What follows belongs to an exercise in optimizing a design on an open flow for small area; a production flow would make more cautious choices.
The RTL was checked by simulation tests, not by an equivalence proof against the original design.
Power figures rest on the tool's default switching activity, not on a simulated workload. No driver is modelled on the clock port, so clocking that relies on it looks cheaper here than on a real chip.

--- flow/constraint.sdc ---
create_clock -name core_clock -period 10.0 [get_ports {mdc}]
set_input_delay 2.0000 -clock core_clock [delete_from_list [all_inputs] [get_ports {mdc}]]
set_output_delay 2.0000 -clock core_clock [all_outputs]
set_load 0.01 [all_outputs]
--- flow/design.v ---
package mdio_pkg;
   typedef logic [5-1:0] mdio_addr_t;    
   typedef logic [16-1:0] mdio_word_t;    
   typedef enum logic [1:0]
   {
      op_write = 2'b01,
      op_read  = 2'b10
   } mdio_op_t;
   typedef struct packed
   {
      mdio_addr_t addr;     
      mdio_word_t data;     
   } mdio_reg_req_t;
endpackage
`timescale 1ns/1ps
module top_mdio_slave
(
   input  logic       mdc,
   input  logic       reset,
   input  logic       mdio,           
   input  logic [4:0] dev_addr,       
   output logic       mdio_data,      
   output logic       mdio_enable     
);
   localparam logic [15:0] ctrl_def = 16'h1140;
   localparam logic [15:0] id1      = 16'h2a5c;
   localparam logic [15:0] id2      = 16'h3e91;
   logic       pa;             
   logic       fr;             
   logic [4:0] cnt;
   logic       opb;            
   logic       mis;            
   logic [4:0] addr;           
   logic [3:0] ph;             
   logic [3:0] cap;            
   logic       en;
   always_ff @(posedge mdc or posedge reset)
   begin
      if (reset)
      begin
         pa <= 1'b0;
         fr <= 1'b0;
         en <= 1'b0;
         ph <= '0;
      end
      else
      begin
         ph <= ph + 4'd1;
         en <= fr && !opb && (cnt >= 5'd14) && (cnt != 5'd31);
         if (!fr)
         begin
            if (mdio)
               pa <= 1'b1;
            else
            begin
               pa <= 1'b0;
               if (pa && cnt == 5'd31)
                  fr <= 1'b1;
            end
         end
         else
         begin
            case (cnt)
               5'd0:  if (!mdio) fr <= 1'b0;
               5'd2:  if (mdio == opb) fr <= 1'b0;
               5'd12: if (mis) fr <= 1'b0;
               5'd13: if (!mdio) fr <= 1'b0;
               5'd14: if (opb && mdio) fr <= 1'b0;
               5'd31: fr <= 1'b0;
               default: ;
            endcase
         end
      end
   end
   always_ff @(posedge mdc)
   begin
      if (!fr)
      begin
         if (!pa)
            cnt <= '0;
         else if (!mdio)
            cnt <= '0;
         else if (cnt != 5'd31)
            cnt <= cnt + 5'd1;
      end
      else
         cnt <= cnt + 5'd1;
      if (fr && (cnt == 5'd1 || cnt == 5'd2))
         opb <= mdio;
      if (fr && cnt >= 5'd3 && cnt <= 5'd7)
         mis <= ((cnt == 5'd3) ? 1'b0 : mis) | (mdio ^ dev_addr[3'(5'd7 - cnt)]);
      if (fr && cnt >= 5'd8 && cnt <= 5'd12)
         addr <= {addr[3:0], mdio};
      if (fr && cnt == 5'd11)
         cap <= ph + 4'd5;
   end
   logic win, mclr, wpend, clrp;
   logic wpend_in, clrp_in;
   assign wpend_in = wpend | (fr && cnt == 5'd14 && opb && !mdio);
   assign clrp_in  = clrp  | (fr && cnt == 5'd15 && opb && addr == 5'd0 && mdio);
   always_ff @(posedge mdc or posedge reset)
   begin
      if (reset)
      begin
         win   <= 1'b1;
         mclr  <= 1'b1;
         wpend <= 1'b0;
         clrp  <= 1'b0;
      end
      else if (ph == 4'd15)
      begin
         win   <= wpend_in | clrp_in;
         mclr  <= clrp_in;
         wpend <= 1'b0;
         clrp  <= 1'b0;
      end
      else
      begin
         wpend <= wpend_in;
         clrp  <= clrp_in;
      end
   end
   logic [14:0] dl;
   logic [15:0] taps;
   logic [3:0]  dsel;
   logic        dbit;
   always_ff @(posedge mdc)
      dl <= {dl[13:0], mdio};
   assign taps = {dl, mdio};
   assign dsel = 4'd1 - cap;
   assign dbit = taps[dsel];
   logic [31:0][15:0] s;
   logic [31:0][3:0]  tq;        
   logic [31:0]       tsel;
   genvar r;
   generate
      for (r = 0; r < 32; r++)
      begin : g_reg
         if (r == 2 || r == 3)
         begin : g_id
            assign s[r]  = '0;
            assign tsel[r] = tsel[r - 2];
         end
         else
         begin : g_ring
            logic wsel, wbit;
            assign wsel = win && (mclr || addr == 5'(r));
            if (r == 0)
               assign wbit = mclr ? ctrl_def[4'd15 - ph] : dbit;
            else
               assign wbit = !mclr && dbit;
            always_ff @(posedge mdc)
               s[r] <= {s[r][14:0], wsel ? wbit : s[r][15]};
            assign tq[r]   = {s[r][11], s[r][7], s[r][3], s[r][15]};
            assign tsel[r] = tq[r][cap[3:2]];
         end
      end
   endgenerate
   logic x, x1, x2, x3, y;
   logic [3:0] xs;
   assign x = tsel[addr];
   always_ff @(posedge mdc)
   begin
      x1 <= x;
      x2 <= x1;
      x3 <= x2;
   end
   assign xs = {x3, x2, x1, x};
   assign y  = xs[cap[1:0]];
   logic idb;
   assign idb = addr[0] ? id2[~cnt[3:0]] : id1[~cnt[3:0]];
   assign mdio_data   = cnt[4] && ((addr[4:1] == 4'd1) ? idb : y);
   assign mdio_enable = en;
endmodule
--- flow/run.sh ---
#!/bin/bash
# synth_recipe.tcl (not shown) runs the flow's synth.tcl, then flattens the netlist and writes it again
# the make line also repeats each setting of config.mk as NAME=value (left out here)
make -C /OpenROAD-flow-scripts/flow DESIGN_CONFIG=/design/flow/config.mk WORK_HOME=/design/flow/orfs CLKGATE_MAP_FILE= SYNTH_SCRIPT=/design/flow/synth_recipe.tcl finish
--- flow/config.mk ---
export PLATFORM = sky130hd
export DESIGN_NAME = top_mdio_slave
export DESIGN_NICKNAME = top_mdio_slave
export VERILOG_FILES = /design/flow/design.v
export SDC_FILE = /design/flow/constraint.sdc
export NUM_CORES = 4
export LEC_CHECK = 0
export CAP_MARGIN = 20
export CORE_MARGIN = 2
export CORE_UTILIZATION = 40
export CTS_BUF_LIST = sky130_fd_sc_hd__clkbuf_4
export CTS_CLUSTER_SIZE = 20
export SLEW_MARGIN = 20
==> run notes, run 1 <==
Commonest non-fill, non-tap cell in the layout -> dfxtp_1
H-Tree Depth -> 3
Core ar. -> 32700 µm²
Setup tns final -> 0 ns
Clk sink count -> 525
Cell mode on critical path -> mux4_2
Min Tclk post-route -> 5.98 ns
Initial antenna violation count -> 2
EDFF count, synth -> 16
Share of layout cells above drive strength 1 -> 0.198
Clock Path Buffers -> 3
Flops & latches, synth -> 525
First-pass GRT wire length -> 35700 µm
Post-CTS setup buffers -> 0
Required @ worst endpoint -> 8.00 ns
Reg area -> 10700 µm²
CTS tree -> done
Drc violations -> 0
Synthesized Nets -> 932
Crit Path Class -> flip-flop to output pin
Via Count -> 6686
Cell taking the most area after synthesis -> dfxtp_1
Via count of the first global-routing pass -> 6858
Slew Viols, Final -> 0
Async S/R FF share, synth -> 0.0210
Crit path cell chain -> mux4_2 > mux4_2 > nor2_1 > or4_1 > a31oi_1 > clkdlybuf4s50_1
Die X -> 187 µm
Hold Path Class -> flip-flop to flip-flop
Total chip power -> 3.71 mW
Port bufs -> 9
Area of the multi-input gates -> 2440 µm²
WHS -> 0.288 ns
Final ANT Viol Nets -> 0
Pre-CTS setup slack -> 4.80 ns
Max cap viols -> 0
Worst path depth -> 6
Fmax -> 167 MHz
Max incr delay on CP -> 1.09 ns
Final setup margin -> 4.02 ns
Hold depth -> 0
Worst clock skew -> 0.0602 ns
Worst relative slew slack -> 0.257
Initial DRT Pass Iterations -> 5
HPWL after detailed placement -> 13600 µm
Count of final setup violators -> 0
Num CTS Buffers -> 117
Worst setup SP type -> flip-flop
Top cell type's share of synthesized area -> 0.745
Buffers & Inverters on Critical Path -> 1
Total wire length -> 22100 µm
Overall global routing resource usage -> 0.131
Fillers -> 2990
Maximum VDD drop -> 0.000136 V
Vias per inst -> 4.34
Final nets -> 1031
Fin util -> 0.471
P per Cell Area -> 241 nW/µm²
Distinct cells, synth -> 50
Final Cycle Share -> 0.598
DR iter-0 viols -> 340
Inst Count DP -> 1332
Cts hold-fix bufs -> 0
Mapped Area -> 13400 µm²
Reg clk slew, reported paths -> 0.07 ns
Initial core utilization -> 0.409
Run status -> complete, no violations
Final hold violations -> 0
Actual slew at the worst max-slew pin -> 1.11 ns
R2R depth -> 8
RD Place Congestion -> 0.791
Static Leak -> 6.02 nW
CP Capture Type -> output pin
Syn. warnings -> 11
Non-filler cells, final -> 1542
Latest clock arrival within the worst-skew pair -> 0.78 ns
Largest net degree at the start of global routing -> 46
RSZ-0062 raised after global routing -> false
Avg Synthesized Cell Area -> 14.7 µm²
Root Driver -> clkbuf_4
Synth Flop Type -> dfxtp_1
Die area -> 34900 µm²
Top Ports -> 10
Synth Instances -> 910
Seq/Total Area, Yosys -> 0.802
Global route total overflow -> 0
Wire per inst -> 14.3 µm
Critical-path top delay cell -> edfxtp_1
P&R area growth vs syn -> 15.0%
Crit-path max FO -> 28
CP top delay family -> flip-flops
DIE HEIGHT -> 187 µm
# resized after CTS -> 0
WP data arrival -> 3.98 ns
Most frequent cells in the layout -> dfxtp_1 (498), clkbuf_4 (179), o21ai_0 (64)
Row Count -> 66
Post-Layout Inst Area -> 15400 µm²
Ranking of synthesized cells by area -> dfxtp_1 (74%), mux4_2 (4.0%), edfxtp_1 (3.6%)
Placed Area -> 13900 µm²
-- cell usage after synthesis, drive strengths merged, types with 6 or more instances --
| master | n |
|---|---|
| inv | 18 |
| dfxtp | 498 |
| dfrtp | 9 |
| o21ai | 64 |
| edfxtp | 16 |
| ha | 14 |
| mux2i | 32 |
| nand3 | 12 |
| nor3 | 11 |
| clkbuf | 18 |
| and3 | 6 |
| nor2 | 44 |
| nor2b | 7 |
| a21oi | 13 |
| buf | 12 |
| nand2 | 48 |
| mux4 | 24 |
| nand2b | 6 |
| a22oi | 13 |
-- final timing paths --
path / to / slack [ns] / from
setup / recovery: mdio_data / 4.02 / addr[1]
setup reg to reg: s[240] / 6.08 / cap[2]
min in group asynchronous: ph[0] / 1.55 / reset
hold reg to reg: s[127] / 0.29 / s[126]
max in group asynchronous: win / 8.12 / reset
hold / removal: s[127] / 0.29 / s[126]
-- layout make-up --
cell class,count,area share
Antenna cell,2,0.000325
Clock buffer,179,0.0873
Clock inverter,29,0.0102
Inverter,18,0.00439
Multi-Input combinational cell,337,0.159
Sequential cell,525,0.697
Tap cell,442,0.0359
Timing Repair Buffer,10,0.00634
-- cell families after synthesis --
family / share of synthesized area
fa+ha+maj: 0.0131
simple gates: 0.0523
xor+xnor: 0.00393
buf+inv: 0.0158
flops: 0.802
compound gates: 0.0481
mux: 0.0652
-- worst reg2reg max path, stage by stage (launching register included) --
cell      delay (ns)
edfxtp_1        0.87
inv_1           0.28
ha_1            0.44
mux4_2          0.36
mux2i_1         0.06
mux2_2          0.30
nor3b_2         0.52
nand3_1         0.47
o21ai_0         0.49
-- layer usage --
layer	global-route usage	up-vias	wire length, µm
met2	0.191	151	9820
met3	0.0471	27	1090
met4	0.0571	0	367
li1	-	3343	-
met5	0	-	0
met1	0.176	3165	10800
-- power by group --
group	internal (mW)	total, mW	leakage (nW)	switching, mW
sequential	2.10	2.11	4.32	0.00292
combinational	0.00746	0.0132	0.794	0.00575
clock	0.841	1.59	0.901	0.749
total	2.95	3.71	6.02	0.758
-- registers in the layout (all words and copies together), names as in the netlist --
| name | flops |
|---|---|
| cap | 4 |
| ph | 4 |
| x2 | 1 |
| opb | 1 |
| mis | 1 |
| dl | 15 |
| pa | 1 |
| wpend | 1 |
| en | 1 |
| fr | 1 |
| s | 480 |
| x1 | 1 |
| x3 | 1 |
| addr | 5 |
| win | 1 |
| clrp | 1 |
| cnt | 5 |
| mclr | 1 |
==> run 2: changes to the inputs <==
--- a/flow/config.mk
+++ b/flow/config.mk
@@ -9,5 +9,5 @@
 export CORE_MARGIN = 2
 export CORE_UTILIZATION = 40
-export CTS_BUF_LIST = sky130_fd_sc_hd__clkbuf_4
-export CTS_CLUSTER_SIZE = 20
+export CTS_BUF_LIST = sky130_fd_sc_hd__clkbuf_8
+export CTS_CLUSTER_SIZE = 30
 export SLEW_MARGIN = 20
==> run notes, run 2 <==
Worst setup SP type -> flip-flop
Synthesized Nets -> 932 (unchanged)
Post-CTS setup buffers -> 0 (unchanged)
Final hold violations -> 0 (unchanged)
Flops & latches, synth -> 525 (unchanged)
Top Ports -> 10 (unchanged)
Cell taking the most area after synthesis -> dfxtp_1
Total wire length -> 22200 µm (+0.67%)
HPWL after detailed placement -> 13600 µm (unchanged)
Final Cycle Share -> 0.587 (-0.0107)
Num CTS Buffers -> 78 (-33%)
Clk sink count -> 525 (unchanged)
Initial DRT Pass Iterations -> 4 (-1)
Seq/Total Area, Yosys -> 0.802 (unchanged)
P&R area growth vs syn -> 16.0%
Mapped Area -> 13400 µm² (unchanged)
Min Tclk post-route -> 5.87 ns (-0.107 ns)
Most flop-heavy register -> s
Max FFs per register -> 480 (unchanged)
Worst clock skew -> 0.0260 ns (-0.0342 ns)
Crit Path Class -> flip-flop to output pin
Via Count -> 6502 (-2.8%)
Most common cell in the synthesized netlist -> dfxtp_1
Seq pwr share -> 0.546 (-0.022)
Slew Viols, Final -> 0 (unchanged)
Cts hold-fix bufs -> 0 (unchanged)
Commonest non-fill, non-tap cell in the layout -> dfxtp_1
Synth Flop Type -> dfxtp_1
Hold Path Class -> flip-flop to flip-flop
CTS tree -> done
# resized after CTS -> 0 (unchanged)
Initial antenna violation count -> 0 (-2)
Latest clock arrival within the worst-skew pair -> 0.60 ns (-0.18 ns)
Via count of the first global-routing pass -> 6537 (-4.7%)
First-pass GRT wire length -> 35300 µm (-1.2%)
RD Place Congestion -> 0.791 (unchanged)
Drc violations -> 0 (unchanged)
Inst Count DP -> 1332 (unchanged)
Final nets -> 992 (-3.8%)
Die area -> 34900 µm² (unchanged)
Pre-CTS setup slack -> 4.80 ns (unchanged)
Max incr delay on CP -> 1.08 ns (about the same)
Run status -> complete, no violations
P per Cell Area -> 249 nW/µm² (+3.2%)
Max cap viols -> 0 (unchanged)
DR iter-0 viols -> 347 (+2.1%)
Reg clk slew, reported paths -> 0.07 ns (about the same)
Async S/R FF share, synth -> 0.0210 (unchanged)
Crit path cell chain -> nor2b_1 > a22oi_1 > a211oi_1 > nor4bb_1 > a32oi_1 > a31oi_1 > clkdlybuf4s50_1
Synth Instances -> 910 (unchanged)
Final ANT Viol Nets -> 0 (unchanged)
Reg area -> 10700 µm² (unchanged)
Avg Synthesized Cell Area -> 14.7 µm² (unchanged)
Final setup margin -> 4.13 ns (+0.107 ns)
Vias per inst -> 4.42 (+2.0%)
Static Leak -> 6.04 nW (+0.31%)
Ranking of synthesized cells by area -> dfxtp_1 (74%), mux4_2 (4.0%), edfxtp_1 (3.6%)
Initial core utilization -> 0.409 (unchanged)
Gate power share -> 0.003 (about the same)
WHS -> 0.308 ns (+0.0195 ns)
Required @ worst endpoint -> 8.00 ns (about the same)
Die X -> 187 µm (unchanged)
Clk pwr share -> 0.450 (+0.021)
Clock Path Buffers -> 3 (unchanged)
WP data arrival -> 3.87 ns (-0.11 ns)
Biggest regs -> s x480, dl x15
NetSw -> 0.776 mW (+2.3%)
CP Capture Type -> output pin
Cell internal pwr -> 3.08 mW (+4.4%)
Top cell type's share of synthesized area -> 0.745 (unchanged)
Share of layout cells above drive strength 1 -> 0.147 (-0.0507)
Leading cell types by count after synthesis -> dfxtp_1 (498), o21ai_0 (64), nand2_1 (48)
Setup tns final -> 0 ns (unchanged)
H-Tree Depth -> 3 (unchanged)
Wire per inst -> 15.1 µm (+5.6%)
Maximum VDD drop -> 0.000194 V (+42%)
Root Driver -> clkbuf_8
Largest net degree at the start of global routing -> 46 (unchanged)
Fillers -> 2912 (-2.6%)
Non-filler cells, final -> 1470 (-4.7%)
Distinct cells, synth -> 50 (unchanged)
Ant diodes -> 0 (-2)
Crit-path max FO -> 28 (unchanged)
Fmax -> 170 MHz (+1.8%)
Placed Area -> 13900 µm² (unchanged)
Most frequent cells in the layout -> dfxtp_1 (498), clkbuf_8 (102), o21ai_0 (64)
DIE HEIGHT -> 187 µm (unchanged)
Worst relative slew slack -> 0.265 (+0.00755)
Count of final setup violators -> 0 (unchanged)
Port bufs -> 9 (unchanged)
RSZ-0062 raised after global routing -> false
Row Count -> 66 (unchanged)
Actual slew at the worst max-slew pin -> 1.10 ns (-0.0113 ns)
Critical-path top delay cell -> edfxtp_1
Area of the multi-input gates -> 2440 µm² (unchanged)
Post-Layout Inst Area -> 15500 µm² (+0.80%)
Overall global routing resource usage -> 0.130 (-0.00148)
Global route total overflow -> 0 (unchanged)
Net Sw Frac -> 0.201 (-0.00325)
Syn. warnings -> 11 (unchanged)
Core ar. -> 32700 µm² (unchanged)
EDFF count, synth -> 16 (unchanged)
run 2: stage by stage:
step | utilization | total power, mW
3_3_place_gp | 0.425 | 2.17
4_1_cts | 0.475 | 3.91
2_1_floorplan | - | 2.16
5_1_grt | 0.475 | 4.00
6_report | 0.475 | 3.86
3_5_place_dp | 0.425 | 2.17
run 2: layout make-up:
cell class	instances	share of cell area
clock buffers	102	0.0905
clock inverters	36	0.0145
inverters	18	0.00435
multi-input cells	337	0.157
flip-flops and latches	525	0.691
well taps	442	0.0356
repair buffers	10	0.00629
run 2: cells by family (layout without fill, tap and decap cells):
kind of cell               after synthesis  after routing  share of synthesized area
buffers and inverters                   48            166                     0.0158
AOI/OAI and AO/OA                      110            110                     0.0481
DFF                                    525            525                      0.802
adders and majority gates               14             14                     0.0131
muxes                                   57             57                     0.0652
and+or+nand+nor                        150            150                     0.0523
xor gates and xnor gates                 6              6                    0.00393
run 2: power groups by stage:
stage	Clock (mW)	Combinational, mW	Sequential (mW)
after floorplan	0	0.00905	2.15
after global placement	0	0.0133	2.15
after detailed placement	0	0.0133	2.15
after CTS	1.79	0.0134	2.11
after global routing	1.88	0.0148	2.11
final	1.74	0.0134	2.11
run 2: worst paths after layout:
check,to,from,slack [ns],cells past startpoint
setup / recovery,mdio_data,addr[1],4.13,7
hold / removal,s[223],s[222],0.31,0
setup reg to reg,s[240],cap[2],6.08,8
hold reg to reg,s[223],s[222],0.31,0
max in group asynchronous,win,reset,7.97,2
min in group asynchronous,ph[0],reset,1.70,2
run 2: routing by layer:
metal	GRT usage	up-vias	wire, µm
met1	0.179	3123	11000
met4	0.0580	0	595
li1	-	3199	-
met5	0	-	0
met3	0.0355	47	1030
met2	0.191	133	9610
run 2: worst max-delay path: cells and delay by family, from the launching register on:
| kind | cells | cell delay [ns] |
|---|---|---|
| DFF | 1 | 1.08 |
| AOI/OAI and AO/OA | 4 | 0.89 |
| and+or+nand+nor | 2 | 0.68 |
| buffers and inverters | 1 | 0.60 |
==> run 3: changes to the inputs <==
--- a/flow/config.mk
+++ b/flow/config.mk
@@ -10,4 +10,5 @@
 export CORE_UTILIZATION = 40
 export CTS_BUF_LIST = sky130_fd_sc_hd__clkbuf_8
-export CTS_CLUSTER_SIZE = 30
+export CTS_CLUSTER_DIAMETER = 60
+export CTS_CLUSTER_SIZE = 20
 export SLEW_MARGIN = 20
==> run notes, run 3 <==
Required @ worst endpoint -> 8.00 ns (about the same)
P&R area growth vs syn -> 8.32%
Crit Path Class -> flip-flop to output pin
Top Ports -> 10 (unchanged)
Most common cell in the synthesized netlist -> dfxtp_1
Crit-path max FO -> 28 (unchanged)
Drc violations -> 0 (unchanged)
Synth Instances -> 910 (unchanged)
Critical-path top delay cell -> edfxtp_1
Async S/R FF share, synth -> 0.0210 (unchanged)
Post-Layout Inst Area -> 14500 µm² (-6.6%)
Maximum VDD drop -> 0.000131 V (-33%)
Leading cell types by count after synthesis -> dfxtp_1 (498), o21ai_0 (64), nand2_1 (48)
Met3 Wirelength -> 638 µm (-38%)
Setup tns final -> 0 ns (unchanged)
Final hold violations -> 0 (unchanged)
Via Count -> 6143 (-5.5%)
Die area -> 34900 µm² (unchanged)
CP Capture Type -> output pin
Initial antenna violation count -> 0 (unchanged)
Max cap viols -> 0 (unchanged)
Via count of the first global-routing pass -> 5958 (-8.9%)
Max FFs per register -> 480 (unchanged)
Share of layout cells above drive strength 1 -> 0.0790 (-0.0679)
Global route total overflow -> 0 (unchanged)
CTS tree -> done
Worst clock skew -> 0.0336 ns (+0.00757 ns)
Final nets -> 948 (-4.4%)
CP top delay family -> flip-flops
Die X -> 187 µm (unchanged)
Run status -> complete, no violations
Routed wl met2 -> 8870 µm (-7.8%)
Synth Flop Type -> dfxtp_1
Crit path cell chain -> nor2b_1 > a22oi_1 > a211oi_1 > nor4bb_1 > a32oi_1 > a31oi_1 > clkdlybuf4s50_1
Fmax -> 171 MHz (+0.12%)
Distinct cells, synth -> 50 (unchanged)
Clock Path Buffers -> 3 (unchanged)
Avg Synthesized Cell Area -> 14.7 µm² (unchanged)
H-Tree Depth -> 2 (-1)
Top cell type's share of synthesized area -> 0.745 (unchanged)
Inst Count DP -> 1332 (unchanged)
Hold Path Class -> flip-flop to flip-flop
Non-filler cells, final -> 1379 (-6.2%)
Pre-CTS setup slack -> 4.80 ns (unchanged)
Post-CTS setup buffers -> 0 (unchanged)
Worst relative slew slack -> 0.248 (-0.0170)
Initial core utilization -> 0.409 (unchanged)
Slew Viols, Final -> 0 (unchanged)
Syn. warnings -> 11 (unchanged)
Max incr delay on CP -> 1.12 ns (+0.04 ns)
Flops & latches, synth -> 525 (unchanged)
Total wire length -> 20900 µm (-5.9%)
HPWL after detailed placement -> 13600 µm (unchanged)
Most flop-heavy register -> s
DIE HEIGHT -> 187 µm (unchanged)
Core ar. -> 32700 µm² (unchanged)
Ranking of synthesized cells by area -> dfxtp_1 (74%), mux4_2 (4.0%), edfxtp_1 (3.6%)
Placed Area -> 13900 µm² (unchanged)
Final Cycle Share -> 0.586 (-0.000725)
RD Place Congestion -> 0.791 (unchanged)
Cts hold-fix bufs -> 0 (unchanged)
Port bufs -> 9 (unchanged)
Synthesized Nets -> 932 (unchanged)
Biggest regs -> s x480, dl x15
Mapped Area -> 13400 µm² (unchanged)
Count of final setup violators -> 0 (unchanged)
Row Count -> 66 (unchanged)
Ant diodes -> 0 (unchanged)
Final setup margin -> 4.14 ns (+0.00725 ns)
Commonest non-fill, non-tap cell in the layout -> dfxtp_1
Largest net degree at the start of global routing -> 46 (unchanged)
Reg clk slew, reported paths -> 0.12 ns (+0.05 ns)
WP data arrival -> 3.86 ns (about the same)
Buffers & Inverters on Critical Path -> 1 (unchanged)
Latest clock arrival within the worst-skew pair -> 0.57 ns (-0.03 ns)
Worst setup SP type -> flip-flop
Wire per inst -> 15.2 µm (+0.33%)
Root Driver -> clkbuf_8
EDFF count, synth -> 16 (unchanged)
DR iter-0 viols -> 317 (-8.6%)
Initial DRT Pass Iterations -> 4 (unchanged)
Static Leak -> 5.43 nW (-10%)
Overall global routing resource usage -> 0.122 (-0.00831)
Final ANT Viol Nets -> 0 (unchanged)
First-pass GRT wire length -> 33300 µm (-5.6%)
Seq/Total Area, Yosys -> 0.802 (unchanged)
Max Used Layer -> met4
Min Tclk post-route -> 5.86 ns (-0.00725 ns)
RSZ-0062 raised after global routing -> false
Met1 Wirelength -> 10900 µm (-0.68%)
Vias per inst -> 4.45 (+0.71%)
Most frequent cells in the layout -> dfxtp_1 (498), o21ai_0 (64), nand2_1 (48)
Num CTS Buffers -> 34 (-56%)
P per Cell Area -> 214 nW/µm² (-14%)
# resized after CTS -> 0 (unchanged)
Cell taking the most area after synthesis -> dfxtp_1
Actual slew at the worst max-slew pin -> 1.13 ns (+0.0255 ns)
Clk sink count -> 525 (unchanged)
## run 3: cell type report
cell class | instances | area, µm²
fillers | 2986 | 18200
flip-flops and latches | 525 | 10700
multi-input cells | 337 | 2440
well taps | 442 | 553
clock buffers | 35 | 482
clock inverters | 12 | 125
repair buffers | 10 | 97.6
inverters | 18 | 67.6
## run 3: stage by stage
step | hold WS, ns | util | total power [mW]
after global routing | 0.318 | 0.443 | 3.22
final | 0.321 | 0.443 | 3.10
after detailed placement | 0.312 | 0.425 | 2.17
after floorplan | 0.310 | - | 2.16
after CTS | 0.326 | 0.443 | 3.14
after global placement | 0.310 | 0.425 | 2.17
## run 3: worst paths after layout
kind,from,end,slack [ns],depth (start not counted)
max reg2reg,cap[2],s[240],6.10,8
max in group asynchronous,reset,mclr,7.95,2
min in group asynchronous,reset,ph[0],1.71,2
max,addr[1],mdio_data,4.14,7
min,s[256],s[257],0.32,0
min reg2reg,s[256],s[257],0.32,0
## run 3: kinds of logic after synthesis
logic type	share of synthesized area
fa+ha+maj	0.0131
xor+xnor	0.00393
simple gates	0.0523
flops	0.802
compound gates	0.0481
buf+inv	0.0158
mux	0.0652
## run 3: layer usage
metal | up-vias | global-route usage
li1 | 3062 | -
met5 | - | 0
met2 | 85 | 0.180
met3 | 45 | 0.0218
met4 | 0 | 0.0412
met1 | 2951 | 0.180
## run 3: power breakdown
group          internal (mW)  switching, mW
clock                  0.364          0.617
combinational        0.00748        0.00583
sequential              2.10        0.00297
total                   2.47          0.626
## run 3: worst register-to-register path: cells and delay by family, from the launching register on
kind,cells,cell delay [ns]
flops,1,0.87
compound gates,1,0.48
fa+ha+maj,1,0.44
buf+inv,1,0.27
mux,3,0.73
simple gates,2,0.99
==> run 4: changes to the inputs <==
--- a/flow/config.mk
+++ b/flow/config.mk
@@ -8,5 +8,5 @@
 export CAP_MARGIN = 20
 export CORE_MARGIN = 2
-export CORE_UTILIZATION = 40
+export CORE_UTILIZATION = 60
 export CTS_BUF_LIST = sky130_fd_sc_hd__clkbuf_8
 export CTS_CLUSTER_DIAMETER = 60
==> run notes, run 4 <==
Worst relative slew slack -> 0.494 (+0.246)
Num CTS Buffers -> 31 (-8.8%)
Ant diodes -> 0 (unchanged)
Cts hold-fix bufs -> 0 (unchanged)
Die X -> 153 µm (-18%)
Via Count -> 6315 (+2.8%)
R2R depth -> 8 (unchanged)
Hold Path Class -> flip-flop to flip-flop
Final setup margin -> 4.36 ns (+0.222 ns)
Reg2reg end -> s[208]
Worst clock skew -> 0.0206 ns (-0.0130 ns)
Required @ worst endpoint -> 8.00 ns (about the same)
RD Place Congestion -> 0.830 (+4.9%)
Die area -> 23500 µm² (-33%)
Seq/Total Area, Yosys -> 0.802 (unchanged)
Initial core utilization -> 0.611 (+0.202)
Commonest non-fill, non-tap cell in the layout -> dfxtp_1
Area of the multi-input gates -> 2440 µm² (unchanged)
CP Capture Type -> output pin
Cell taking the most area after synthesis -> dfxtp_1
Final nets -> 947 (-0.11%)
RR Startpoint -> cap[2]
Most frequent cells in the layout -> dfxtp_1 (498), o21ai_0 (64), nand2_1 (48)
Post-Layout Inst Area -> 14200 µm² (-2.0%)
Static Leak -> 5.39 nW (-0.64%)
Actual slew at the worst max-slew pin -> 0.760 ns (-0.369 ns)
Max incr delay on CP -> 0.78 ns (-0.34 ns)
Crit-path max FO -> 20 (-29%)
Final hold violations -> 0 (unchanged)
Async S/R FF share, synth -> 0.0210 (unchanged)
Mapped Area -> 13400 µm² (unchanged)
Initial DRT Pass Iterations -> 6 (+2)
Reg clk slew, reported paths -> 0.11 ns (about the same)
Run status -> complete, no violations
Port bufs -> 9 (unchanged)
DIE HEIGHT -> 153 µm (-18%)
EDFF count, synth -> 16 (unchanged)
Flops & latches, synth -> 525 (unchanged)
Final ANT Viol Nets -> 0 (unchanged)
Final Cycle Share -> 0.564 (-0.0222)
Top cell type's share of synthesized area -> 0.745 (unchanged)
Top Ports -> 10 (unchanged)
Initial antenna violation count -> 0 (unchanged)
Inst Count DP -> 1171 (-12%)
Non-filler cells, final -> 1211 (-12%)
Overall global routing resource usage -> 0.184 (+0.0623)
Via count of the first global-routing pass -> 6397 (+7.4%)
First-pass GRT wire length -> 34400 µm (+3.2%)
Hold Path Sink -> s[394]
Ranking of synthesized cells by area -> dfxtp_1 (74%), mux4_2 (4.0%), edfxtp_1 (3.6%)
Placed Area -> 13700 µm² (-1.4%)
Avg Synthesized Cell Area -> 14.7 µm² (unchanged)
Synthesized Nets -> 932 (unchanged)
Clk sink count -> 525 (unchanged)
Most flop-heavy register -> s
Max cap viols -> 0 (unchanged)
Flop2flop setup slack -> 6.33 ns (+0.23 ns)
Clock Path Buffers -> 3 (unchanged)
Total wire length -> 21100 µm (+0.93%)
Most common cell in the synthesized netlist -> dfxtp_1
Synth Instances -> 910 (unchanged)
DR iter-0 viols -> 375 (+18%)
Share of layout cells above drive strength 1 -> 0.0720 (-0.00701)
Biggest regs -> s x480, dl x15
P&R area growth vs syn -> 6.12%
Slew Viols, Final -> 0 (unchanged)
Syn. warnings -> 11 (unchanged)
CTS tree -> done
RSZ-0062 raised after global routing -> false
HPWL after detailed placement -> 14000 µm (+2.5%)
Global route total overflow -> 0 (unchanged)
Leading cell types by count after synthesis -> dfxtp_1 (498), o21ai_0 (64), nand2_1 (48)
Maximum VDD drop -> 0.000132 V (+1.4%)
Max FFs per register -> 480 (unchanged)
WHS -> 0.330 ns (+0.00899 ns)
Vias per inst -> 5.21 (+17%)
Worst setup SP type -> flip-flop
Distinct cells, synth -> 50 (unchanged)
Row Count -> 54 (-18%)
P per Cell Area -> 211 nW/µm² (-1.5%)
Pre-CTS setup slack -> 4.80 ns (-0.00830 ns)
# resized after CTS -> 0 (unchanged)
Root Driver -> clkbuf_8
Drc violations -> 0 (unchanged)
Reg area -> 10700 µm² (unchanged)
H-Tree Depth -> 1 (-1)
Count of final setup violators -> 0 (unchanged)
Total chip power -> 2.99 mW (-3.5%)
Latest clock arrival within the worst-skew pair -> 0.62 ns (+0.05 ns)
Critical-path top delay cell -> edfxtp_1
Crit path cell chain -> inv_1 > ha_1 > mux4_2 > a21oi_1 > o221ai_1 > a31oi_1 > clkdlybuf4s50_1
WP data arrival -> 3.64 ns (-0.22 ns)
Synth Flop Type -> dfxtp_1
Crit Path Class -> flip-flop to output pin
Fmax -> 177 MHz (+3.9%)
Fin util -> 0.649 (+0.205)
Fillers -> 1629 (-45%)
Min Tclk post-route -> 5.64 ns (-0.222 ns)
Wire per inst -> 17.4 µm (+15%)
Setup tns final -> 0 ns (unchanged)
Post-CTS setup buffers -> 0 (unchanged)
Largest net degree at the start of global routing -> 35 (-24%)
Hold Startpoint -> s[393]
Core ar. -> 21900 µm² (-33%)
Hold depth -> 0 (unchanged)
[run 4: cell counts after synthesis]
Identical to the previous run, type by type.
[run 4: layer usage]
metal	GRT usage	share of wire	vias up
met5	0	0	-
met1	0.267	0.48	3057
met3	0.0267	0.041	45
met4	0.0559	0.030	0
met2	0.291	0.45	152
li1	-	-	3061
[run 4: worst max path at each step]
| stage | from | endpoint | slack, ns | depth (start not counted) |
|---|---|---|---|---|
| after floorplan | addr[1] | mdio_data | 5.88 | 7 |
| after CTS | addr[1] | mdio_data | 4.10 | 6 |
| final | addr[0] | mdio_data | 4.36 | 7 |
| after global routing | addr[0] | mdio_data | 4.13 | 7 |
| after global placement | addr[1] | mdio_data | 4.87 | 6 |
| after detailed placement | addr[1] | mdio_data | 4.80 | 6 |
[run 4: where the power goes]
part,total (mW),switching (mW),internal (mW)
clock,0.872,0.582,0.290
sequential,2.11,0.00332,2.10
combinational,0.0134,0.00588,0.00753
[run 4: critical path: cells and delay by family (launching register included)]
kind                     cells  cell delay, ns
adder cells (fa/ha/maj)      1            0.35
multiplexers                 1            0.44
AO/OA/AOI/OAI                3            0.53
flip-flops                   1            0.78
buffers and inverters        2            0.92
[run 4: cell families after synthesis]
group,after synthesis,share of synthesized area
flip-flops,525,0.802
AND/OR/NAND/NOR,150,0.0523
AO/OA/AOI/OAI,110,0.0481
multiplexers,57,0.0652
buffers and inverters,48,0.0158
adder cells (fa/ha/maj),14,0.0131
XOR/XNOR,6,0.00393
[run 4: layout make-up]
type	count	share of cell area
flip-flops and latches	525	0.755
clock inverters	8	0.00467
inverters	18	0.00476
repair buffers	12	0.00846
multi-input cells	337	0.172
well taps	280	0.0247
clock buffers	31	0.0300
==> run 5: changes to the inputs <==
--- a/flow/config.mk
+++ b/flow/config.mk
@@ -8,7 +8,4 @@
 export CAP_MARGIN = 20
 export CORE_MARGIN = 2
-export CORE_UTILIZATION = 60
-export CTS_BUF_LIST = sky130_fd_sc_hd__clkbuf_8
-export CTS_CLUSTER_DIAMETER = 60
-export CTS_CLUSTER_SIZE = 20
+export CORE_UTILIZATION = 40
 export SLEW_MARGIN = 20
==> run notes, run 5 <==
Port bufs -> 9 (unchanged)
RD Place Congestion -> 0.791 (-4.7%)
Non-filler cells, final -> 1418 (+17%)
Ant diodes -> 0 (unchanged)
Cell taking the most area after synthesis -> dfxtp_1
Biggest regs -> s x480, dl x15
Distinct cells, synth -> 50 (unchanged)
Worst clock skew -> 0.0168 ns (-0.00383 ns)
Global route total overflow -> 0 (unchanged)
First-pass GRT wire length -> 34300 µm (-0.30%)
Ranking of synthesized cells by area -> dfxtp_1 (74%), mux4_2 (4.0%), edfxtp_1 (3.6%)
CP top delay family -> flip-flops
Max FFs per register -> 480 (unchanged)
Slew Viols, Final -> 0 (unchanged)
Final Cycle Share -> 0.588 (+0.0237)
Synth Flop Type -> dfxtp_1
# resized after CTS -> 0 (unchanged)
Post-CTS setup buffers -> 0 (unchanged)
WP data arrival -> 3.88 ns (+0.24 ns)
Syn. warnings -> 11 (unchanged)
Seq/Total Area, Yosys -> 0.802 (unchanged)
Actual slew at the worst max-slew pin -> 1.13 ns (+0.374 ns)
Run status -> complete, no violations
Maximum VDD drop -> 0.000153 V (+16%)
Final setup margin -> 4.12 ns (-0.237 ns)
Synth Instances -> 910 (unchanged)
Reg clk slew, reported paths -> 0.06 ns (-0.05 ns)
Initial antenna violation count -> 0 (unchanged)
Worst relative slew slack -> 0.244 (-0.249)
Mapped Area -> 13400 µm² (unchanged)
Flops & latches, synth -> 525 (unchanged)
Post-Layout Inst Area -> 15500 µm² (+9.1%)
CP Capture Type -> output pin
P&R area growth vs syn -> 15.8%
Flop2flop setup slack -> 6.11 ns (-0.22 ns)
Crit path cell chain -> nor2b_1 > a22oi_1 > a211oi_1 > nor4bb_1 > a32oi_1 > a31oi_1 > clkdlybuf4s50_1
RR Startpoint -> cap[2]
P per Cell Area -> 254 nW/µm² (+21%)
Latest clock arrival within the worst-skew pair -> 0.55 ns (-0.07 ns)
Reg2reg end -> s[240]
Final hold violations -> 0 (unchanged)
Wire per inst -> 15.1 µm (-13%)
Fillers -> 2899 (+78%)
Num CTS Buffers -> 47 (+52%)
Most flop-heavy register -> s
Top cell type's share of synthesized area -> 0.745 (unchanged)
Count of final setup violators -> 0 (unchanged)
Final ANT Viol Nets -> 0 (unchanged)
Leading cell types by count after synthesis -> dfxtp_1 (498), o21ai_0 (64), nand2_1 (48)
RSZ-0062 raised after global routing -> false
Placed Area -> 13900 µm² (+1.4%)
Area of the multi-input gates -> 2440 µm² (unchanged)
Fmax -> 170 MHz (-4.0%)
EDFF count, synth -> 16 (unchanged)
WHS -> 0.319 ns (-0.0105 ns)
Die X -> 187 µm (+22%)
Setup tns final -> 0 ns (unchanged)
Clk sink count -> 525 (unchanged)
Total chip power -> 3.94 mW (+32%)
End point of the critical path -> mdio_data
R2R depth -> 8 (unchanged)
Fin util -> 0.474 (-0.175)
Max incr delay on CP -> 1.10 ns (+0.32 ns)
Critical-path top delay cell -> edfxtp_1
Worst Setup SP -> addr[1]
Via count of the first global-routing pass -> 6172 (-3.5%)
Avg Synthesized Cell Area -> 14.7 µm² (unchanged)
Share of layout cells above drive strength 1 -> 0.105 (+0.0325)
Crit-path max FO -> 28 (+40%)
Initial DRT Pass Iterations -> 4 (-2)
Cts hold-fix bufs -> 0 (unchanged)
Inst Count DP -> 1332 (+14%)
Max cap viols -> 0 (unchanged)
CTS tree -> done
Core ar. -> 32700 µm² (+49%)
HPWL after detailed placement -> 13600 µm (-2.4%)
Clock Path Buffers -> 3 (unchanged)
Buffers & Inverters on Critical Path -> 1 (-1)
H-Tree Depth -> 2 (+1)
Root Driver -> clkbuf_16
Die area -> 34900 µm² (+49%)
Required @ worst endpoint -> 8.00 ns (about the same)
Total wire length -> 21400 µm (+1.6%)
Static Leak -> 5.91 nW (+9.6%)
Synthesized Nets -> 932 (unchanged)
Drc violations -> 0 (unchanged)
Most frequent cells in the layout -> dfxtp_1 (498), o21ai_0 (64), clkbuf_16 (49)
Top Ports -> 10 (unchanged)
Vias per inst -> 4.40 (-16%)
Crit Path Class -> flip-flop to output pin
Largest net degree at the start of global routing -> 46 (+31%)
Commonest non-fill, non-tap cell in the layout -> dfxtp_1
Reg area -> 10700 µm² (unchanged)
Min Tclk post-route -> 5.88 ns (+0.237 ns)
Hold Path Class -> flip-flop to flip-flop
DIE HEIGHT -> 187 µm (+22%)
Most common cell in the synthesized netlist -> dfxtp_1
Via Count -> 6244 (-1.1%)
Final nets -> 961 (+1.5%)
Pre-CTS setup slack -> 4.80 ns (+0.00830 ns)
Initial core utilization -> 0.409 (-0.202)
Row Count -> 66 (+22%)
Async S/R FF share, synth -> 0.0210 (unchanged)
Overall global routing resource usage -> 0.125 (-0.0586)
DR iter-0 viols -> 377 (+0.53%)
Worst setup SP type -> flip-flop
Worst path depth -> 7 (unchanged)
==> run 5: cell count changes in the layout (fill, tap and decap cells not counted), sizes merged <==
cell	change
buf	-2
bufinv	+5
clkbuf	+39
clkinv	+5
clkinvlp	-1
inv	-1
==> run 5: logic make-up (layout without fill, tap and decap cells) <==
kind of cell    Yosys count  in the layout  synth area share
compound gates          110            110            0.0481
fa+ha+maj                14             14            0.0131
mux                      57             57            0.0652
flops                   525            525             0.802
buf+inv                  48            114            0.0158
simple gates            150            150            0.0523
xor+xnor                  6              6           0.00393
==> run 5: worst min path at each step <==
stage	cells past startpoint	startpoint	slack [ns]	end
2_1_floorplan	0	s[100]	0.31	s[101]
3_3_place_gp	0	s[258]	0.31	s[259]
3_5_place_dp	0	s[150]	0.31	s[151]
4_1_cts	0	s[312]	0.32	s[313]
5_1_grt	0	s[450]	0.33	s[451]
6_report	0	s[126]	0.32	s[127]
==> run 5: worst register-to-register path, stage by stage, from the launching register on <==
cell and delay [ns]:
edfxtp_1 0.85, inv_1 0.28, ha_1 0.45, mux4_2 0.36, mux2i_1 0.06, mux2_2 0.30, nor3b_2 0.52, nand3_1 0.45
o21ai_0 0.49
==> run 5: final cells by class <==
class	count	area share
Timing Repair Buffer	10	0.00630
Inverter	18	0.00436
Tap cell	442	0.0357
Sequential cell	525	0.692
Clock buffer	70	0.0894
Multi-Input combinational cell	337	0.158
Clock inverter	16	0.0145
==> run 5: per-layer routing <==
metal / wire [µm] / track usage / vias to the layer above / share of wire
met5: 0 / 0 / - / 0
met4: 573 / 0.0473 / 0 / 0.027
li1: - / - / 3128 / -
met3: 872 / 0.0253 / 45 / 0.041
met1: 10700 / 0.180 / 2970 / 0.50
met2: 9270 / 0.187 / 101 / 0.43
==> run 5: power by group <==
part	total (mW)	switching, mW	internal (mW)
logic	0.0133	0.00586	0.00748
clock network	1.82	0.724	1.09
registers	2.11	0.00299	2.10
total	3.94	0.733	3.20
==> run 6: changes to the inputs <==
--- a/flow/config.mk
+++ b/flow/config.mk
@@ -9,3 +9,6 @@
 export CORE_MARGIN = 2
 export CORE_UTILIZATION = 40
+export CTS_BUF_LIST = sky130_fd_sc_hd__clkbuf_16
+export CTS_CLUSTER_DIAMETER = 80
+export CTS_CLUSTER_SIZE = 25
 export SLEW_MARGIN = 20
==> run notes, run 6 <==
Run status -> complete, no violations
Final setup margin -> 4.22 ns (+0.0934 ns)
Die area -> 34900 µm² (unchanged)
Most common cell in the synthesized netlist -> dfxtp_1
Crit Path Class -> flip-flop to output pin
Worst relative slew slack -> 0.273 (+0.0287)
Required @ worst endpoint -> 8.00 ns (about the same)
Post-CTS setup buffers -> 0 (unchanged)
Clock Path Buffers -> 3 (unchanged)
Seq pwr share -> 0.662 (+0.127)
Share of layout cells above drive strength 1 -> 0.0619 (-0.0426)
Top Ports -> 10 (unchanged)
Drc violations -> 0 (unchanged)
R2R depth -> 8 (unchanged)
NetSw -> 0.614 mW (-16%)
Buffers & Inverters on Critical Path -> 1 (unchanged)
Mapped Area -> 13400 µm² (unchanged)
Pre-CTS setup slack -> 4.80 ns (unchanged)
Syn. warnings -> 11 (unchanged)
Port bufs -> 9 (unchanged)
Hold Path Sink -> s[95]
Root Driver -> clkbuf_16
CTS tree -> done
Synthesized Nets -> 932 (unchanged)
Async S/R FF share, synth -> 0.0210 (unchanged)
Flops & latches, synth -> 525 (unchanged)
RSZ-0062 raised after global routing -> false
Fmax -> 173 MHz (+1.6%)
Via Count -> 6088 (-2.5%)
Max cap viols -> 0 (unchanged)
Cts hold-fix bufs -> 0 (unchanged)
Static Leak -> 5.46 nW (-7.7%)
Most flop-heavy register -> s
Cell mode on critical path -> mux4_2
Wire per inst -> 15.3 µm (+1.2%)
Overall global routing resource usage -> 0.121 (-0.00432)
DR iter-0 viols -> 374 (-0.80%)
H-Tree Depth -> 1 (-1)
Count of final setup violators -> 0 (unchanged)
Max incr delay on CP -> 1.08 ns (-0.02 ns)
CP Capture Type -> output pin
Final ANT Viol Nets -> 0 (unchanged)
# resized after CTS -> 0 (unchanged)
Seq/Total Area, Yosys -> 0.802 (unchanged)
GR met3 Demand/Resource -> 0.0180 (-0.00732)
Vias per inst -> 4.47 (+1.4%)
Via count of the first global-routing pass -> 5913 (-4.2%)
Ant diodes -> 0 (unchanged)
P per Cell Area -> 218 nW/µm² (-14%)
Total wire length -> 20900 µm (-2.7%)
Distinct cells, synth -> 50 (unchanged)
RD Place Congestion -> 0.791 (unchanged)
Latest clock arrival within the worst-skew pair -> 0.55 ns (about the same)
Cell taking the most area after synthesis -> dfxtp_1
Ranking of synthesized cells by area -> dfxtp_1 (74%), mux4_2 (4.0%), edfxtp_1 (3.6%)
Num CTS Buffers -> 25 (-47%)
Hold depth -> 0 (unchanged)
Fin util -> 0.445 (-0.0288)
Avg Synthesized Cell Area -> 14.7 µm² (unchanged)
Reg2reg end -> s[240]
Critical-path top delay cell -> edfxtp_1
EDFF count, synth -> 16 (unchanged)
Worst clock skew -> 0.0213 ns (+0.00448 ns)
Top cell type's share of synthesized area -> 0.745 (unchanged)
Leading cell types by count after synthesis -> dfxtp_1 (498), o21ai_0 (64), nand2_1 (48)
Max FFs per register -> 480 (unchanged)
Final hold violations -> 0 (unchanged)
Clk pwr share -> 0.334 (-0.127)
Fillers -> 2960 (+2.1%)
CP top delay family -> flip-flops
Most Crowded Layer GR -> met2
Crit-path max FO -> 28 (unchanged)
Clk sink count -> 525 (unchanged)
Min Tclk post-route -> 5.78 ns (-0.0934 ns)
Met2 Track Usage GR -> 0.183 (-0.00343)
Inst Count DP -> 1332 (unchanged)
Flop2flop setup slack -> 6.05 ns (-0.06 ns)
Synth Instances -> 910 (unchanged)
Worst setup SP type -> flip-flop
Largest net degree at the start of global routing -> 46 (unchanged)
Global route total overflow -> 0 (unchanged)
Total chip power -> 3.18 mW (-19%)
Biggest regs -> s x480, dl x15
Core ar. -> 32700 µm² (unchanged)
Slew Viols, Final -> 0 (unchanged)
Initial antenna violation count -> 0 (unchanged)
Most frequent cells in the layout -> dfxtp_1 (498), o21ai_0 (64), nand2_1 (48)
WP data arrival -> 3.78 ns (-0.10 ns)
Hold Startpoint -> s[94]
First-pass GRT wire length -> 33500 µm (-2.4%)
Actual slew at the worst max-slew pin -> 1.09 ns (-0.0431 ns)
Net Sw Frac -> 0.193 (+0.00682)
Initial DRT Pass Iterations -> 4 (unchanged)
Non-filler cells, final -> 1363 (-3.9%)
Final nets -> 939 (-2.3%)
Reg clk slew, reported paths -> 0.10 ns (+0.04 ns)
Final Cycle Share -> 0.578 (-0.00934)
Grt met1 use -> 0.181 (+0.000709)
Commonest non-fill, non-tap cell in the layout -> dfxtp_1
Hold Path Class -> flip-flop to flip-flop
HPWL after detailed placement -> 13600 µm (unchanged)
Cell internal pwr -> 2.57 mW (-20%)
Gate power share -> 0.004 (about the same)
RR Startpoint -> cap[2]
Row Count -> 66 (unchanged)
Crit path cell chain -> mux4_2 > mux4_2 > nor2_1 > or4_1 > a31oi_1 > clkdlybuf4s50_1
Synth Flop Type -> dfxtp_1
Maximum VDD drop -> 0.000131 V (-15%)
Initial core utilization -> 0.409 (unchanged)
P&R area growth vs syn -> 8.77%
DIE HEIGHT -> 187 µm (unchanged)
Die X -> 187 µm (unchanged)
Setup tns final -> 0 ns (unchanged)
-- run 6: layer usage --
metal,vias to the layer above,wire [µm]
met2,95,8880
met1,2912,10800
met4,0,505
met5,-,0
li1,3047,-
met3,34,678
-- run 6: worst reg2reg max path: stages, from the launching register on --
cell and delay [ns]:
edfxtp_1 0.88, inv_1 0.28, ha_1 0.45, mux4_2 0.36, mux2i_1 0.07, mux2_2 0.31, nor3b_2 0.52, nand3_1 0.46
o21ai_0 0.48
-- run 6: layout make-up --
type	instances	area (µm²)	area share
clock buffer	25	626	0.0430
sequential	525	10700	0.737
tap	442	553	0.0380
multi-input combinational	337	2440	0.168
inverter	18	67.6	0.00464
clock inverter	6	41.3	0.00284
timing repair buffer	10	97.6	0.00670
-- run 6: per-stage QoR --
step,hold WS (ns),cell area [µm²]
after floorplan,0.310,13400
final,0.324,14600
after CTS,0.323,14600
after global placement,0.310,13900
after global routing,0.325,14600
after detailed placement,0.312,13900
-- run 6: power by group through the flow --
stage | combinational (mW) | clock (mW) | sequential (mW)
after floorplan | 0.00905 | 0 | 2.15
after global placement | 0.0133 | 0 | 2.15
after detailed placement | 0.0133 | 0 | 2.15
after CTS | 0.0134 | 1.10 | 2.11
after global routing | 0.0148 | 1.17 | 2.11
final | 0.0133 | 1.06 | 2.11
-- run 6: worst max-delay path by stage --
stage                     slack [ns]  startpoint        end  cells after the start
after global routing            4.03     addr[1]  mdio_data                      7
final                           4.22     addr[1]  mdio_data                      6
after detailed placement        4.80      cap[3]  mdio_data                      7
after global placement          4.83      cap[3]  mdio_data                      7
after floorplan                 5.88     addr[1]  mdio_data                      7
after CTS                       4.18     addr[1]  mdio_data                      7
-- run 6: cell families (layout without fill, tap and decap cells) --
family / Yosys count / in the layout / share of synthesized area
XOR/XNOR: 6 / 6 / 0.00393
buffers and inverters: 48 / 59 / 0.0158
AND/OR/NAND/NOR: 150 / 150 / 0.0523
multiplexers: 57 / 57 / 0.0652
AO/OA/AOI/OAI: 110 / 110 / 0.0481
flip-flops: 525 / 525 / 0.802
adder cells (fa/ha/maj): 14 / 14 / 0.0131
==> run 7: changes to the inputs <==
--- a/flow/config.mk
+++ b/flow/config.mk
@@ -10,5 +10,5 @@
 export CORE_UTILIZATION = 40
 export CTS_BUF_LIST = sky130_fd_sc_hd__clkbuf_16
-export CTS_CLUSTER_DIAMETER = 80
-export CTS_CLUSTER_SIZE = 25
+export CTS_CLUSTER_DIAMETER = 90
+export CTS_CLUSTER_SIZE = 32
 export SLEW_MARGIN = 20
==> run notes, run 7 <==
Post-CTS setup buffers -> 0 (unchanged)
Critical-path top delay cell -> edfxtp_1
Count of final setup violators -> 0 (unchanged)
Root Driver -> clkbuf_16
Via Count -> 6058 (-0.49%)
Worst setup SP type -> flip-flop
Commonest non-fill, non-tap cell in the layout -> dfxtp_1
Ranking of synthesized cells by area -> dfxtp_1 (74%), mux4_2 (4.0%), edfxtp_1 (3.6%)
Cts hold-fix bufs -> 0 (unchanged)
Synth Instances -> 910 (unchanged)
Crit path cell chain -> mux4_2 > mux4_2 > nor2_1 > or4_1 > a31oi_1 > clkdlybuf4s50_1
Share of layout cells above drive strength 1 -> 0.0568 (-0.00506)
Clk sink count -> 525 (unchanged)
Async S/R FF share, synth -> 0.0210 (unchanged)
Gate power share -> 0.004 (about the same)
Required @ worst endpoint -> 8.00 ns (about the same)
Most flop-heavy register -> s
Leading cell types by count after synthesis -> dfxtp_1 (498), o21ai_0 (64), nand2_1 (48)
Actual slew at the worst max-slew pin -> 1.13 ns (+0.0348 ns)
# resized after CTS -> 0 (unchanged)
Most common cell in the synthesized netlist -> dfxtp_1
Syn. warnings -> 11 (unchanged)
Core ar. -> 32700 µm² (unchanged)
Row Count -> 66 (unchanged)
Max FFs per register -> 480 (unchanged)
Crit-path max FO -> 28 (unchanged)
Worst relative slew slack -> 0.250 (-0.0232)
Wire per inst -> 15.4 µm (+0.49%)
Maximum VDD drop -> 0.000109 V (-17%)
Largest net degree at the start of global routing -> 46 (unchanged)
RSZ-0062 raised after global routing -> false
Fillers -> 2979 (+0.64%)
Biggest regs -> s x480, dl x15
Clock Path Buffers -> 3 (unchanged)
Top cell type's share of synthesized area -> 0.745 (unchanged)
Most frequent cells in the layout -> dfxtp_1 (498), o21ai_0 (64), nand2_1 (48)
Initial core utilization -> 0.409 (unchanged)
Setup tns final -> 0 ns (unchanged)
Die X -> 187 µm (unchanged)
Max cap viols -> 0 (unchanged)
Ant diodes -> 0 (unchanged)
Synthesized Nets -> 932 (unchanged)
CP Capture Type -> output pin
Die area -> 34900 µm² (unchanged)
Overall global routing resource usage -> 0.120 (-0.000861)
Reg clk slew, reported paths -> 0.12 ns (+0.02 ns)
Port bufs -> 9 (unchanged)
Total wire length -> 20900 µm (about the same)
Fin util -> 0.442 (-0.00268)
Synth Flop Type -> dfxtp_1
HPWL after detailed placement -> 13600 µm (unchanged)
CTS tree -> done
Distinct cells, synth -> 50 (unchanged)
Final ANT Viol Nets -> 0 (unchanged)
Drc violations -> 0 (unchanged)
Min Tclk post-route -> 5.82 ns (+0.0330 ns)
Latest clock arrival within the worst-skew pair -> 0.55 ns (about the same)
First-pass GRT wire length -> 33100 µm (-1.2%)
Seq/Total Area, Yosys -> 0.802 (unchanged)
Static Leak -> 5.41 nW (-0.90%)
P per Cell Area -> 215 nW/µm² (-1.4%)
Initial antenna violation count -> 0 (unchanged)
WHS -> 0.319 ns (-0.00484 ns)
Via count of the first global-routing pass -> 5827 (-1.5%)
Flops & latches, synth -> 525 (unchanged)
Final nets -> 934 (-0.53%)
Run status -> complete, no violations
Hold Path Class -> flip-flop to flip-flop
Global route total overflow -> 0 (unchanged)
Avg Synthesized Cell Area -> 14.7 µm² (unchanged)
Max incr delay on CP -> 1.12 ns (+0.04 ns)
DR iter-0 viols -> 370 (-1.1%)
Top Ports -> 10 (unchanged)
Buffers & Inverters on Critical Path -> 1 (unchanged)
EDFF count, synth -> 16 (unchanged)
Cell mode on critical path -> mux4_2
Clk pwr share -> 0.320 (-0.014)
P&R area growth vs syn -> 8.12%
Cell internal pwr -> 2.52 mW (-1.7%)
Cell taking the most area after synthesis -> dfxtp_1
Num CTS Buffers -> 20 (-20%)
Net Sw Frac -> 0.190 (-0.00274)
Slew Viols, Final -> 0 (unchanged)
Fmax -> 172 MHz (-0.57%)
WP data arrival -> 3.82 ns (+0.04 ns)
CP top delay family -> flip-flops
Vias per inst -> 4.46 (about the same)
H-Tree Depth -> 1 (unchanged)
Worst clock skew -> 0.0335 ns (+0.0122 ns)
RD Place Congestion -> 0.791 (unchanged)
Seq pwr share -> 0.676 (+0.014)
Mapped Area -> 13400 µm² (unchanged)
Final Cycle Share -> 0.582 (+0.00330)
Initial DRT Pass Iterations -> 4 (unchanged)
DIE HEIGHT -> 187 µm (unchanged)
Final hold violations -> 0 (unchanged)
Crit Path Class -> flip-flop to output pin
NetSw -> 0.593 mW (-3.4%)
## run 7: path summary, 6_finish.rpt
check,startpoint,end,slack [ns],cells after the start
max in group asynchronous,reset,mclr,7.95,2
min in group asynchronous,reset,wpend,1.72,2
worst min-delay path,s[132],s[133],0.32,0
worst max register to register,cap[2],s[240],6.09,8
worst max-delay path,addr[1],mdio_data,4.18,6
worst min register to register,s[132],s[133],0.32,0
## run 7: routing by layer
layer	part of all wire	vias to the layer above	wire length [µm]	global-route usage
met2	0.42	70	8800	0.180
met5	0	-	0	0
met4	0.022	0	465	0.0339
li1	-	3032	-	-
met3	0.028	29	594	0.0176
met1	0.53	2927	11000	0.181
## run 7: cell families (layout without fill, tap and decap cells)
group | count (synthesis) | count (layout) | synth area share
adders and majority gates | 14 | 14 | 0.0131
xor gates and xnor gates | 6 | 6 | 0.00393
DFF | 525 | 525 | 0.802
AOI/OAI and AO/OA | 110 | 110 | 0.0481
muxes | 57 | 57 | 0.0652
buffers and inverters | 48 | 53 | 0.0158
and+or+nand+nor | 150 | 150 | 0.0523
## run 7: final cells by class
class / instances / area [µm²] / area share
clock buffers: 21 / 526 / 0.0363
multi-input cells: 337 / 2440 / 0.169
well taps: 442 / 553 / 0.0382
clock inverters: 4 / 53.8 / 0.00372
inverters: 18 / 67.6 / 0.00467
flip-flops and latches: 525 / 10700 / 0.741
repair buffers: 10 / 97.6 / 0.00675
## run 7: through the flow
stage	instances	area [µm²]	worst slack [ns]	power [mW]
6_report	1357	14500	4.18	3.12
5_1_grt	1357	14500	4.02	3.22
4_1_cts	1357	14500	4.17	3.14
3_5_place_dp	1332	13900	4.80	2.17
3_3_place_gp	1332	13900	4.83	2.17
2_1_floorplan	910	13400	5.88	2.16
## run 7: power groups by stage
stage	sequential [mW]	combinational [mW]	clock (mW)
2_1_floorplan	2.15	0.00905	0
3_5_place_dp	2.15	0.0133	0
3_3_place_gp	2.15	0.0133	0
4_1_cts	2.11	0.0134	1.02
5_1_grt	2.11	0.0148	1.10
6_report	2.11	0.0133	0.996
==> run 8: changes to the inputs <==
--- a/flow/design.v
+++ b/flow/design.v
@@ -42,5 +42,5 @@
          fr <= 1'b0;
          en <= 1'b0;
-         ph <= '0;
+         ph <= 4'd5;
       end
       else
@@ -73,4 +73,6 @@
       end
    end
+   logic [7:0] dv;
+   assign dv = {dev_addr[0], dev_addr[1], dev_addr[2], dev_addr[3], dev_addr[4], 3'b000};
    always_ff @(posedge mdc)
    begin
@@ -89,45 +91,48 @@
          opb <= mdio;
       if (fr && cnt >= 5'd3 && cnt <= 5'd7)
-         mis <= ((cnt == 5'd3) ? 1'b0 : mis) | (mdio ^ dev_addr[3'(5'd7 - cnt)]);
+         mis <= ((cnt == 5'd3) ? 1'b0 : mis) | (mdio ^ dv[cnt[2:0]]);
+      else if (fr && cnt == 5'd15)
+         mis <= (addr == 5'd0) && mdio;         
       if (fr && cnt >= 5'd8 && cnt <= 5'd12)
          addr <= {addr[3:0], mdio};
       if (fr && cnt == 5'd11)
-         cap <= ph + 4'd5;
+         cap <= ph;
    end
-   logic win, mclr, wpend, clrp;
-   logic wpend_in, clrp_in;
-   assign wpend_in = wpend | (fr && cnt == 5'd14 && opb && !mdio);
-   assign clrp_in  = clrp  | (fr && cnt == 5'd15 && opb && addr == 5'd0 && mdio);
+   logic win, mclr;
+   logic wr_go, clr_go;
+   assign wr_go  = fr && opb && ((cnt == 5'd14 && !mdio) || (cnt >= 5'd15 && cnt <= 5'd29));
+   assign clr_go = fr && opb && ((cnt == 5'd15 && addr == 5'd0 && mdio) ||
+                                 (cnt >= 5'd16 && cnt <= 5'd30 && mis));
    always_ff @(posedge mdc or posedge reset)
    begin
       if (reset)
       begin
-         win   <= 1'b1;
-         mclr  <= 1'b1;
-         wpend <= 1'b0;
-         clrp  <= 1'b0;
+         win  <= 1'b1;
+         mclr <= 1'b1;
       end
-      else if (ph == 4'd15)
+      else if (ph == 4'd4)
       begin
-         win   <= wpend_in | clrp_in;
-         mclr  <= clrp_in;
-         wpend <= 1'b0;
-         clrp  <= 1'b0;
-      end
-      else
-      begin
-         wpend <= wpend_in;
-         clrp  <= clrp_in;
+         win  <= wr_go || clr_go;
+         mclr <= clr_go;
       end
    end
    logic [14:0] dl;
    logic [15:0] taps;
-   logic [3:0]  dsel;
    logic        dbit;
+   logic        x;
    always_ff @(posedge mdc)
-      dl <= {dl[13:0], mdio};
+      dl <= {dl[13:0], opb ? mdio : x};
    assign taps = {dl, mdio};
-   assign dsel = 4'd1 - cap;
-   assign dbit = taps[dsel];
+   logic [15:0] tperm;
+   logic [15:0] crot;
+   genvar k;
+   generate
+      for (k = 0; k < 16; k++)
+      begin : g_perm
+         assign tperm[k] = taps[(17 - k) % 16];
+         assign crot[k]  = ctrl_def[(20 - k) % 16];
+      end
+   endgenerate
+   assign dbit = tperm[cap];
    logic [31:0][15:0] s;
    logic [31:0][3:0]  tq;        
@@ -147,5 +152,5 @@
             assign wsel = win && (mclr || addr == 5'(r));
             if (r == 0)
-               assign wbit = mclr ? ctrl_def[4'd15 - ph] : dbit;
+               assign wbit = mclr ? crot[ph] : dbit;
             else
                assign wbit = !mclr && dbit;
@@ -157,14 +162,8 @@
       end
    endgenerate
-   logic x, x1, x2, x3, y;
+   logic y;
    logic [3:0] xs;
-   assign x = tsel[addr];
-   always_ff @(posedge mdc)
-   begin
-      x1 <= x;
-      x2 <= x1;
-      x3 <= x2;
-   end
-   assign xs = {x3, x2, x1, x};
+   assign x  = tsel[addr];
+   assign xs = {dl[2:0], x};
    assign y  = xs[cap[1:0]];
    logic idb;
==> flow/flow/run.sh (new file) <==
#!/bin/bash
set -euo pipefail
export CTS_ARGS="-sink_clustering_enable -repair_clock_nets -sink_clustering_size 32 -sink_clustering_max_diameter 90 -buf_list sky130_fd_sc_hd__clkbuf_16 -dont_use_dummy_load"
bash standard.sh > standard_flow.log 2>&1
==> flow/standard.sh (new file) <==
#!/bin/bash
# synth_recipe.tcl (not shown) runs the flow's synth.tcl, then flattens the netlist and writes it again
# the make line also repeats each setting of config.mk as NAME=value (left out here)
make -C /OpenROAD-flow-scripts/flow DESIGN_CONFIG=/design/flow/config.mk WORK_HOME=/design/flow/orfs CLKGATE_MAP_FILE= SYNTH_SCRIPT=/design/flow/synth_recipe.tcl "${@:-finish}"
removed: flow/run.sh
==> run notes, run 8 <==
Run status -> complete, no violations
Worst Setup SP -> cap[3]
RR Startpoint -> cap[3]
Initial antenna violation count -> 0 (unchanged)
Most flop-heavy register -> s
Latest clock arrival within the worst-skew pair -> 0.55 ns (about the same)
Worst clock skew -> 0.0417 ns (+0.00829 ns)
Total wire length -> 20800 µm (-0.42%)
Largest net degree at the start of global routing -> 35 (-24%)
Seq pwr share -> 0.691 (+0.015)
Initial DRT Pass Iterations -> 4 (unchanged)
Port bufs -> 9 (unchanged)
P per Cell Area -> 210 nW/µm² (-2.3%)
Vias per inst -> 4.62 (+3.5%)
Static Leak -> 5.35 nW (-1.2%)
Cts hold-fix bufs -> 0 (unchanged)
Pre-CTS setup slack -> 4.13 ns (-0.670 ns)
Synthesized Nets -> 907 (-2.7%)
Clk sink count -> 520 (-0.95%)
Cell internal pwr -> 2.45 mW (-2.9%)
Via Count -> 6131 (+1.2%)
Clock Path Buffers -> 3 (unchanged)
P&R area growth vs syn -> 7.55%
Mapped Area -> 13300 µm² (-0.47%)
DIE HEIGHT -> 186 µm (-0.23%)
Most frequent cells in the layout -> dfxtp_1 (495), nor2_1 (52), o21ai_0 (35)
Reg clk slew, reported paths -> 0.11 ns (about the same)
Ranking of synthesized cells by area -> dfxtp_1 (74%), mux4_2 (3.7%), edfxtp_1 (3.6%)
Synth Flop Type -> dfxtp_1
Core ar. -> 32700 µm² (unchanged)
CP Capture Type -> output pin
Post-CTS setup buffers -> 0 (unchanged)
Met3 Wirelength -> 827 µm (+39%)
CTS tree -> done
Overall global routing resource usage -> 0.120 (-0.000299)
Top cell type's share of synthesized area -> 0.744 (-0.00101)
Share of layout cells above drive strength 1 -> 0.0633 (+0.00645)
Cell taking the most area after synthesis -> dfxtp_1
Row Count -> 66 (unchanged)
Fillers -> 2979 (unchanged)
Max Used Layer -> met4
Flops & latches, synth -> 520 (-0.95%)
Final Cycle Share -> 0.616 (+0.0339)
Final hold violations -> 0 (unchanged)
Top Ports -> 10 (unchanged)
Seq/Total Area, Yosys -> 0.797 (-0.00431)
Maximum VDD drop -> 0.000129 V (+18%)
Root Driver -> clkbuf_16
EDFF count, synth -> 16 (unchanged)
Clk pwr share -> 0.305 (-0.015)
Final nets -> 907 (-2.9%)
Gate power share -> 0.004 (about the same)
Synth Instances -> 887 (-2.5%)
Actual slew at the worst max-slew pin -> 0.892 ns (-0.233 ns)
Distinct cells, synth -> 54 (+8.0%)
Required @ worst endpoint -> 8.00 ns (about the same)
Min Tclk post-route -> 6.16 ns (+0.339 ns)
First-pass GRT wire length -> 33300 µm (+0.60%)
Final ANT Viol Nets -> 0 (unchanged)
Most common cell in the synthesized netlist -> dfxtp_1
Fmax -> 162 MHz (-5.5%)
RD Place Congestion -> 0.839 (+6.1%)
Final setup margin -> 3.84 ns (-0.339 ns)
Net Sw Frac -> 0.187 (-0.00355)
Wire per inst -> 15.7 µm (+1.8%)
RSZ-0062 raised after global routing -> false
Syn. warnings -> 11 (unchanged)
Commonest non-fill, non-tap cell in the layout -> dfxtp_1
Drc violations -> 0 (unchanged)
Global route total overflow -> 0 (unchanged)
Max FFs per register -> 480 (unchanged)
run 8: cell types whose count changed in the layout (fill, tap and decap cells not counted), moves of 7 or more:
| cell | before | now |
|---|---|---|
| a22o_1 | 4 | 34 |
| o21ai_0 | 64 | 35 |
| nand2_1 | 48 | 33 |
| mux2i_1 | 32 | 18 |
| inv_1 | 20 | 7 |
| nor2_1 | 44 | 52 |
| a22oi_1 | 13 | 6 |
run 8: cells by family (layout without fill, tap and decap cells):
| logic type | count (synthesis) | after routing | share of synthesized area |
|---|---|---|---|
| AO/OA/AOI/OAI | 112 | 112 | 0.0586 |
| XOR/XNOR | 6 | 6 | 0.00395 |
| adder cells (fa/ha/maj) | 12 | 12 | 0.0113 |
| buffers and inverters | 42 | 40 | 0.0148 |
| flip-flops | 520 | 520 | 0.797 |
| multiplexers | 48 | 48 | 0.0620 |
| AND/OR/NAND/NOR | 147 | 147 | 0.0520 |
run 8: path summary, 6_finish.rpt:
| check | to | slack, ns | depth (start not counted) |
|---|---|---|---|
| setup / recovery | mdio_data | 3.84 | 8 |
| hold / removal | s[346] | 0.30 | 0 |
| setup reg to reg | dl[0] | 6.94 | 7 |
| hold reg to reg | s[346] | 0.30 | 0 |
| max in group asynchronous | win | 7.99 | 2 |
| min in group asynchronous | en | 1.70 | 2 |
run 8: cell type report:
type,count,area (µm²),share of cell area
flip-flops and latches,520,10600,0.741
multi-input cells,325,2500,0.175
well taps,442,553,0.0386
clock buffers,20,500,0.0349
repair buffers,12,120,0.00838
inverters,8,30.0,0.00210
run 8: critical path, cell delays in order, from the launching register on:
cell and delay, ns:
edfxtp_1 0.80, buf_4 0.50, mux4_1 0.25, o21ai_1 0.08, or4_1 0.52, or4_1 0.45
o311a_1 0.17, a41oi_2 0.25, clkdlybuf4s50_1 0.57
run 8: routing by layer:
layer / vias to the layer above / track usage
li1: 3013 / -
met2: 137 / 0.185
met3: 26 / 0.0167
met4: 0 / 0.0330
met1: 2955 / 0.177
met5: - / 0
run 8: per-stage QoR:
| stage | utilization | cells | area [µm²] |
|---|---|---|---|
| 5_1_grt | 0.438 | 1327 | 14300 |
| 4_1_cts | 0.438 | 1326 | 14300 |
| 3_3_place_gp | 0.422 | 1306 | 13800 |
| 2_1_floorplan | - | 887 | 13300 |
| 3_5_place_dp | 0.422 | 1306 | 13800 |
| 6_report | 0.438 | 1327 | 14300 |
run 8: power groups by stage:
| stage | sequential [mW] | combinational, mW | clock [mW] |
|---|---|---|---|
| 2_1_floorplan | 2.13 | 0.00815 | 0 |
| 3_3_place_gp | 2.13 | 0.0117 | 0 |
| 3_5_place_dp | 2.13 | 0.0118 | 0 |
| 4_1_cts | 2.08 | 0.0118 | 0.952 |
| 5_1_grt | 2.09 | 0.0133 | 1.03 |
| 6_report | 2.08 | 0.0117 | 0.918 |

Re-timed with assumed drivers on the ports (clkbuf_16 on the clock, buf_2 on other inputs), run 8 has 3.796 ns of setup slack against 3.845 ns with ideal ports, and 4.369 ns once port delays also move by the mid clock arrival of 0.573 ns.
